What follows belongs to an exercise in optimizing a design on an open flow for small area, a short achievable clock period and few clock cycles per item; a production flow would make more cautious choices.
Only simulation tests tie the RTL to the original design; equivalence was not proved.
Power figures rest on the tool's default switching activity, not on a simulated workload.

==> design.v <==
`default_nettype none
package tpq_pkg;
	typedef enum logic {
		OP_ENQ = 1'b0,
		OP_DEQ = 1'b1
	} op_t;
	typedef enum logic [1:0] {
		ST_OK    = 2'd0,
		ST_FULL  = 2'd1,
		ST_EMPTY = 2'd2
	} status_t;
	typedef struct packed {
		logic [7:0]  prio;
		logic [15:0] arrival;
		logic [15:0] service;
		logic [7:0]  dev;
	} entry_t;
	typedef struct packed {
		logic enq;
		logic deq;
	} ctrl_t;
endpackage
`default_nettype wire
`default_nettype none
module tpq_cell (
	input  wire logic            clk,
	input  wire logic            we,
	input  wire tpq_pkg::entry_t new_entry,
	input  wire logic [23:0]     new_key_x,  
	input  wire logic            valid,
	input  wire logic            enq,
	output tpq_pkg::entry_t      slot_q,
	output logic                 ahead
);
	tpq_cmp u_cmp (
		.sp    (slot_q.prio),
		.sa    (slot_q.arrival),
		.xp    (new_key_x[23:16]),
		.xa    (new_key_x[15:0]),
		.en    (valid),
		.force1(!enq),
		.gt    (ahead)
	);
	always_ff @(posedge clk) begin
		if (we) begin
			slot_q <= new_entry;
		end
	end
endmodule
module tpq_cmp (
	input  wire logic [7:0]  sp,
	input  wire logic [15:0] sa,
	input  wire logic [7:0]  xp,
	input  wire logic [15:0] xa,
	input  wire logic        en,
	input  wire logic        force1,
	output logic             gt
);
	logic [23:0] g0, p0;
	logic [11:0] g1, p1;
	logic [5:0]  g2, p2;
	logic [2:0]  g3, p3;
	assign g0 = {sp & xp, ~(sa | xa)};
	assign p0 = {sp | xp, ~(sa & xa)};
	always_comb begin
		for (int k = 0; k < 12; k++) begin
			g1[k] = g0[2*k+1] | (p0[2*k+1] & g0[2*k]);
			p1[k] = p0[2*k+1] & p0[2*k];
		end
		for (int k = 0; k < 6; k++) begin
			g2[k] = g1[2*k+1] | (p1[2*k+1] & g1[2*k]);
			p2[k] = p1[2*k+1] & p1[2*k];
		end
		for (int k = 0; k < 3; k++) begin
			g3[k] = g2[2*k+1] | (p2[2*k+1] & g2[2*k]);
			p3[k] = p2[2*k+1] & p2[2*k];
		end
	end
	assign gt = force1 | (en & (g3[2] | (p3[2] & (g3[1] | (p3[1] & g3[0])))));
endmodule
module tpq_head (
	input  wire logic [15:0]          valid,
	input  wire logic [15:0][15:0]    bef,         
	input  wire logic [15:0]          pend,        
	input  wire logic [15:0]          pend_ahead,  
	output logic      [15:0]          head
);
	localparam int N = 16;
	logic [N-1:0] skip;       
	logic         pend_best;  
	assign skip      = ~valid | pend;
	assign pend_best = !(|pend_ahead);
	always_comb begin
		for (int i = 0; i < N; i++) begin
			head[i] = valid[i];
			for (int j = 0; j < N; j++) begin
				if (j < i) head[i] = head[i] && (skip[j] || !bef[j][i]);
				if (j > i) head[i] = head[i] && (skip[j] || bef[i][j]);
			end
			if (pend[i]) begin
				head[i] = valid[i] && pend_best;
			end else begin
				head[i] = head[i] && pend_ahead[i];
			end
		end
	end
endmodule
`default_nettype wire
`default_nettype none
module task_priority_queue
#(
	parameter int QUEUE_DEPTH = 16
) (
	input  wire logic        clk,
	input  wire logic        arst_n,
	input  wire logic        req_valid,
	output      logic        req_ready,
	input  wire logic        req_operation,
	input  wire logic [7:0]  req_priority_req,
	input  wire logic [15:0] req_arrive_tick,
	input  wire logic [15:0] req_run_cycles,
	input  wire logic [7:0]  req_owner_tag,
	output      logic        rsp_valid,
	input  wire logic        rsp_ready,
	output      logic [1:0]  rsp_status,
	output      logic        rsp_task_valid,
	output      logic [7:0]  rsp_out_priority,
	output      logic [15:0] rsp_out_arrive_tick,
	output      logic [15:0] rsp_out_run_cycles,
	output      logic [7:0]  rsp_out_owner_tag,
	output      logic [4:0]  rsp_occupancy
);
	localparam int N  = QUEUE_DEPTH;
	localparam int CW = $clog2(QUEUE_DEPTH + 1);
	logic [CW-1:0]   count_q;
	logic [N-1:0]    valid_q;
	logic [N-1:0]    alloc_q;      
	logic            alloc_sel_q;  
	logic [N-1:0]    alloc;        
	logic [N*48-1:0] slot_v;       
	logic [N-1:0]    ahead;        
	logic [N-1:0][N-1:0] bef_q;    
	logic [N-1:0]    head;         
	logic [N-1:0]    we;
	logic [N-1:0]    valid_next;
	logic [N-1:0]    alloc_next;
	logic [N-1:0]    pend_n_q;       
	logic [N-1:0]    pend_q;
	logic [N-1:0]    pend_ahead_q;   
	logic            res_v_q;
	tpq_pkg::status_t res_status_q;
	logic            res_tvalid_q;
	logic [CW-1:0]   res_occ_q;
	logic [N-1:0]    res_sel_q;    
	logic            ovalid_q;
	tpq_pkg::status_t status_q;
	logic            tvalid_q;
	logic [CW-1:0]   occ_q;
	tpq_pkg::entry_t oentry_q;
	tpq_pkg::entry_t sel_entry;
	logic            adv, fire, is_full, is_empty, enq, deq;
	logic [CW-1:0]   count_next;
	tpq_pkg::entry_t new_entry;
	logic [23:0]     new_key_x;
	assign adv       = !ovalid_q || rsp_ready;
	assign req_ready = !res_v_q || adv;
	assign fire      = req_valid && req_ready;
	assign is_full   = count_q[CW-1];
	assign is_empty  = (count_q == '0);
	assign enq       = fire && (tpq_pkg::op_t'(req_operation) == tpq_pkg::OP_ENQ) && !is_full;
	assign deq       = fire && (tpq_pkg::op_t'(req_operation) == tpq_pkg::OP_DEQ) && !is_empty;
	assign new_entry.prio    = req_priority_req;
	assign new_entry.arrival = req_arrive_tick;
	assign new_entry.service = req_run_cycles;
	assign new_entry.dev     = req_owner_tag;
	assign new_key_x = ~{req_priority_req, req_arrive_tick};
	assign alloc = alloc_sel_q ? res_sel_q : alloc_q;
	assign we    = enq ? alloc : '0;
	for (genvar i = 0; i < N; i++) begin : g_cell
		tpq_cell u_cell (
			.clk       (clk),
			.we        (we[i]),
			.new_entry (new_entry),
			.new_key_x (new_key_x),
			.valid     (valid_q[i]),
			.enq       (enq),
			.slot_q    (slot_v[i*48 +: 48]),
			.ahead     (ahead[i])
		);
	end
	tpq_head u_head (
		.valid      (valid_q),
		.bef        (bef_q),
		.pend       (pend_q),
		.pend_ahead (pend_ahead_q),
		.head       (head)
	);
	always_comb begin
		valid_next = valid_q;
		count_next = count_q;
		if (enq) begin
			valid_next = valid_q | alloc;
			count_next = count_q + CW'(1);
		end else if (deq) begin
			valid_next = valid_q & ~head;
			count_next = count_q - CW'(1);
		end
	end
	logic [N-1:0] alloc_enq;
	always_comb begin
		logic seen;
		seen = 1'b0;
		for (int i = 0; i < N; i++) begin
			alloc_enq[i] = !(valid_q[i] || alloc[i]) && !seen;
			seen = seen || !(valid_q[i] || alloc[i]);
		end
	end
	assign alloc_next = enq ? alloc_enq : alloc;
	always_ff @(posedge clk) begin
		for (int i = 0; i < N; i++) begin
			for (int j = i + 1; j < N; j++) begin
				if (pend_q[i] || pend_q[j]) begin
					bef_q[i][j] <= pend_q[i] ? !pend_ahead_q[j] : pend_ahead_q[i];
				end
			end
		end
	end
	always_ff @(posedge clk) begin
		pend_ahead_q <= ahead;
		pend_n_q     <= enq ? ~alloc : '1;
	end
	assign pend_q = ~pend_n_q;
	always_ff @(posedge clk or negedge arst_n) begin
		if (!arst_n) begin
			count_q  <= '0;
			valid_q  <= '0;
			alloc_q  <= N'(1);
			alloc_sel_q <= 1'b0;
			res_v_q  <= 1'b0;
			ovalid_q <= 1'b0;
		end else begin
			count_q  <= count_next;
			valid_q  <= valid_next;
			alloc_q  <= alloc_next;
			alloc_sel_q <= deq && is_full;
			if (fire) begin
				res_v_q <= 1'b1;
			end else if (adv) begin
				res_v_q <= 1'b0;
			end
			if (adv) begin
				ovalid_q <= res_v_q;
			end
		end
	end
	always_ff @(posedge clk) begin
		if (fire) begin
			res_tvalid_q <= deq;
			res_sel_q    <= deq ? head : '0;
			res_occ_q    <= count_next;
			if (enq || deq) begin
				res_status_q <= tpq_pkg::ST_OK;
			end else if (tpq_pkg::op_t'(req_operation) == tpq_pkg::OP_ENQ) begin
				res_status_q <= tpq_pkg::ST_FULL;
			end else begin
				res_status_q <= tpq_pkg::ST_EMPTY;
			end
		end
	end
	always_comb begin
		sel_entry = '0;
		for (int i = 0; i < N; i++) begin
			sel_entry = sel_entry | (slot_v[i*48 +: 48] & {48{res_sel_q[i]}});
		end
	end
	always_ff @(posedge clk) begin
		if (adv && res_v_q) begin
			status_q <= res_status_q;
			tvalid_q <= res_tvalid_q;
			occ_q    <= res_occ_q;
			oentry_q <= sel_entry;
		end
	end
	assign rsp_valid           = ovalid_q;
	assign rsp_status          = status_q;
	assign rsp_task_valid      = tvalid_q;
	assign rsp_out_priority    = oentry_q.prio;
	assign rsp_out_arrive_tick = oentry_q.arrival;
	assign rsp_out_run_cycles  = oentry_q.service;
	assign rsp_out_owner_tag   = oentry_q.dev;
	assign rsp_occupancy       = occ_q;
endmodule
`default_nettype wire
==> run.sh <==
#!/bin/bash
# synth_recipe.tcl (not shown) runs the flow's synth.tcl, then flattens the netlist and writes it again
# the make line also repeats each setting of config.mk as NAME=value (left out here)
make -C /OpenROAD-flow-scripts/flow DESIGN_CONFIG=/design/flow/config.mk WORK_HOME=/design/flow/orfs CLKGATE_MAP_FILE= SYNTH_SCRIPT=/design/flow/synth_recipe.tcl finish
==> config.mk <==
export PLATFORM = sky130hd
export DESIGN_NAME = task_priority_queue
export DESIGN_NICKNAME = task_priority_queue
export VERILOG_FILES = /design/flow/design.v
export SDC_FILE = /design/flow/constraint.sdc
export NUM_CORES = 4
export LEC_CHECK = 0
export CAP_MARGIN = 20
export CORE_MARGIN = 2
export CORE_UTILIZATION = 40
export CTS_CLUSTER_DIAMETER = 90
export CTS_CLUSTER_SIZE = 22
export GPL_ROUTABILITY_DRIVEN = 0
export SETUP_SLACK_MARGIN = 1.7
export SLEW_MARGIN = 20
export SYNTH_HIERARCHICAL = 1
export SYNTH_MINIMUM_KEEP_SIZE = 0
==> constraint.sdc <==
create_clock -name core_clock -period 3.7 [get_ports {clk}]
set_input_delay 0.7400 -clock core_clock [delete_from_list [all_inputs] [get_ports {clk}]]
set_output_delay 0.7400 -clock core_clock [all_outputs]
set_load 0.01 [all_outputs]
==> results.cfg <==
[outcome]
run_status = timing/DRC/antenna clean

[worst_setup_path]
cp_data_required_time_ps = 3990
rr_endpoint = oentry_q[46]
r2r_slack_ps = 1570
setup.worst_path.class = reg2reg
critPathArrivalTime_ps = 2430
crit_path_max_incr_delay_ps = 480
critical_path.cell_chain = buf_12 > a221oi_2 > nand4_1
crit_path_max_fanout = 48
worstRegToRegCells = 3
worst_setup_path_end_kind = flop
critical_path_start_type = flop
cpMaxStageDelayCell = sky130_fd_sc_hd__edfxtp_1
regToRegStartpoint = res_sel_q[2]

[power]
leakage_uw = 0.0188
power.density_cell_area_mw_per_mm2 = 462
peakVddDrop_mv = 0.354
power.switching_fraction_pct = 28.4
switchingPower_uw = 7150
p_int_uw = 18100
power_frac_clock_pct = 27.0
combinationalPowerShare_pct = 17.9
power.share.sequential_pct = 55.1

[routing]
detail_route.vias_per_cell = 6.99
drt_iter0_drc = 7090
drt-total-wl_mm = 178
detail-route-antenna-nets = 0
wire_per_inst_um = 35.1
drcViolationCount = 0
vias = 35500
drt-pass1-iter-count = 12

[synthesis]
yosysWarnings = 282
syn-num-nets = 3183
synth_area_mm2 = 0.0441
netlist_instances = 3128
syn_area_per_cell_um2 = 14.1

[flow_run]
max_cap_violations = 0

[floorplan]
number_of_top_level_pins = 111
rows = 121
floorplan.initialDensity_pct = 40.4
core_region_area_mm2 = 0.109
chipHeight_um = 336
fp.dieArea_mm2 = 0.113
fp.dieW_um = 336

[timing]
hold_viol_final = 0
timing.final.max_slew_violations = 0
fin_tns_setup_ps = 0
tightestPinTransition_ps = 924
maximum_clock_frequency_mhz = 468
report.final.setup_viol = 0
portion_of_the_clock_cycle_consumed_by_the_worst_path_in_the_final_layout_pct = 57.7
setup_repair_after_global_routing_missed_its_margin = yes
final.setup_skew_ps = 42.9
timing.slew.headroom_pct = 38.2
min_tclk_post_route_ps = 2130

[clock_tree]
cts-root-buf = sky130_fd_sc_hd__clkbuf_16
tritoncts = done
cts_inserted_buffers = 55
clock_pin_slew_reported_for_the_worst_setup_and_hold_paths_after_clock_tree_synthesis_ps = 90
latest_clock_arrival_within_the_worst_skew_pair_ps = 720
clock_sink_count = 1040
ctsHoldBuffers = 0
clockBufferDepth = 3
ctsHtreeMaxLevel = 2

[placed_design]
post-dp-hpwl_mm = 101
place.port_buffers = 110

[finish]
finish.net_count = 3618
final_layout_size_suffix_gt1_share_pct = 24.9
postLayoutCoreUtil_pct = 49.9
flow.area_growth_from_synthesis_pct = 23.6

[grt]
wire_length_of_the_first_global_routing_pass_mm = 244
grt_max_degree = 50
total_grt_usage_pct = 30.1
grt_antenna_before_repair = 6
grt_pass1_vias = 32700
grt_remaining_overflow = 0

[min_path]
worstHoldPathType = in2async
cell type report:
type,instances,area [µm²]
fillers,9223,54600
flip-flops and latches,1040,30700
multi-input cells,1799,13800
repair buffers,537,5870
well taps,1476,1850
clock buffers,83,1500
inverters,127,589
clock inverters,9,120
repair inverters,3,20.0
diodes,3,7.51
critical path, delay by kind of cell, from the launching register on:
kind	cells	cell delay, ps
buffers and inverters	1	220
flip-flops	1	480
AO/OA/AOI/OAI	1	420
AND/OR/NAND/NOR	1	400
power groups by stage:
stage	clock network (µW)	registers, µW	logic, µW
after floorplan	0	14000	1800
after global placement	0	14100	3240
after detailed placement	0	14100	3270
after CTS	6850	13800	3980
after global routing	7230	13900	4650
final	6800	13900	4520
worst max path at each step:
| stage | startpoint | slack (ps) | endpoint | cells after the start |
|---|---|---|---|---|
| 3_5_place_dp | req_arrive_tick[14] | 200 | pend_ahead_q[4] | 7 |
| 3_3_place_gp | req_arrive_tick[10] | 190 | pend_ahead_q[4] | 8 |
| 5_1_grt | ovalid_q | 1540 | req_ready | 2 |
| 4_1_cts | res_v_q | 1570 | req_ready | 2 |
| 2_1_floorplan | rsp_ready | 1010 | g_cell[11].u_cell.slot_q[0] | 6 |
| 6_report | res_sel_q[2] | 1570 | oentry_q[46] | 3 |
per-stage QoR:
step	setup slack, ps	hold WS (ps)	std cells	cell area [µm²]	power, µW
after floorplan	1010	400	3128	44300	15800
after global placement	191	400	4737	48300	17400
after detailed placement	199	405	4738	48300	17400
after CTS	1570	202	4998	52800	24700
after global routing	1540	53.9	5075	54500	25800
final	1570	14.2	5077	54500	25200
routing by layer:
layer,vias up,share of wire [%],track usage (%)
met4,6,6.0,14.6
met3,694,14,7.96
met1,17700,37,41.0
met5,-,0.023,0
met2,3133,43,44.5
li1,14000,-,-
registers in the layout (all words and copies together), names as in the netlist:
name	flops
alloc_q	16
alloc_sel_q	1
bef_q	120
count_q	5
g_cell.u_cell.slot_q	768
occ_q	5
oentry_q	48
ovalid_q	1
pend_ahead_q	16
pend_n_q	16
res_occ_q	5
res_sel_q	16
res_status_q	2
res_tvalid_q	1
res_v_q	1
status_q	2
tvalid_q	1
valid_q	16
cells in the final DEF (no fill, tap or decap), types with 20 or more instances in the layout:
cell type / instances
sky130_fd_sc_hd__a221oi_1: 145
sky130_fd_sc_hd__a22oi_1: 117
sky130_fd_sc_hd__and3_1: 20
sky130_fd_sc_hd__buf_2: 59
sky130_fd_sc_hd__nand4_1: 59
sky130_fd_sc_hd__buf_6: 58
sky130_fd_sc_hd__clkinvlp_4: 26
sky130_fd_sc_hd__buf_12: 58
sky130_fd_sc_hd__o21ai_1: 38
sky130_fd_sc_hd__a22o_1: 189
sky130_fd_sc_hd__a221oi_2: 45
sky130_fd_sc_hd__dfxtp_1: 23
sky130_fd_sc_hd__a222oi_1: 48
sky130_fd_sc_hd__buf_4: 261
sky130_fd_sc_hd__nor3_1: 22
sky130_fd_sc_hd__dfrtp_1: 28
sky130_fd_sc_hd__a21oi_1: 165
sky130_fd_sc_hd__clkbuf_1: 26
sky130_fd_sc_hd__clkdlybuf4s50_1: 25
sky130_fd_sc_hd__inv_1: 81
sky130_fd_sc_hd__o22ai_1: 105
sky130_fd_sc_hd__o21ai_0: 87
sky130_fd_sc_hd__nor2_1: 40
sky130_fd_sc_hd__o211ai_1: 66
sky130_fd_sc_hd__o31ai_1: 34
sky130_fd_sc_hd__clkbuf_16: 66
sky130_fd_sc_hd__o22a_1: 35
sky130_fd_sc_hd__nand2_1: 182
sky130_fd_sc_hd__edfxtp_1: 968
timing repair:
item                                   in CTS  in global routing
setup endpoints to repair                 965                494
gates resized for setup                   578                208
pin swaps                                  77                 96
gates cloned                               29                 14
setup buffers                             139                 62
endpoints found under the hold margin       0                  0
Testbench counts, summed over its fixed seeds: cycles 12,016, items 12,000.

==> what the ideal ports hide <==
The flow's constraints put no driver on any port. The routed layout listed below was extracted and timed again, unchanged, in two steps.
Step 1 (the two cells are an assumption about what drives the block):
set clk [get_ports {clk}]
set_driving_cell -lib_cell sky130_fd_sc_hd__clkbuf_16 $clk
set_driving_cell -lib_cell sky130_fd_sc_hd__buf_2 [delete_from_list [all_inputs] $clk]
Step 2 also shifts input and output timing later by t, the mid clock arrival at the registers, as if the neighbouring blocks saw the same clock.
a / b / c = ideal / step 1 / step 2; a / b = the first two.
t (ns): 0.769
setup WS [ns]: 1.565 / 1.509 / 0.906
hold WS [ns]: 0.014 / -0.023 / 0.423
worst setup path at the end: input to register
slew at the worst register clock pin (ns): 0.10 / 0.10
worst data-port slew with drivers (ns): 0.13
After both steps setup and hold are still met in this run. For this run, drivers alone change the setup slack by -0.056 ns; drivers and shift together by -0.659 ns.
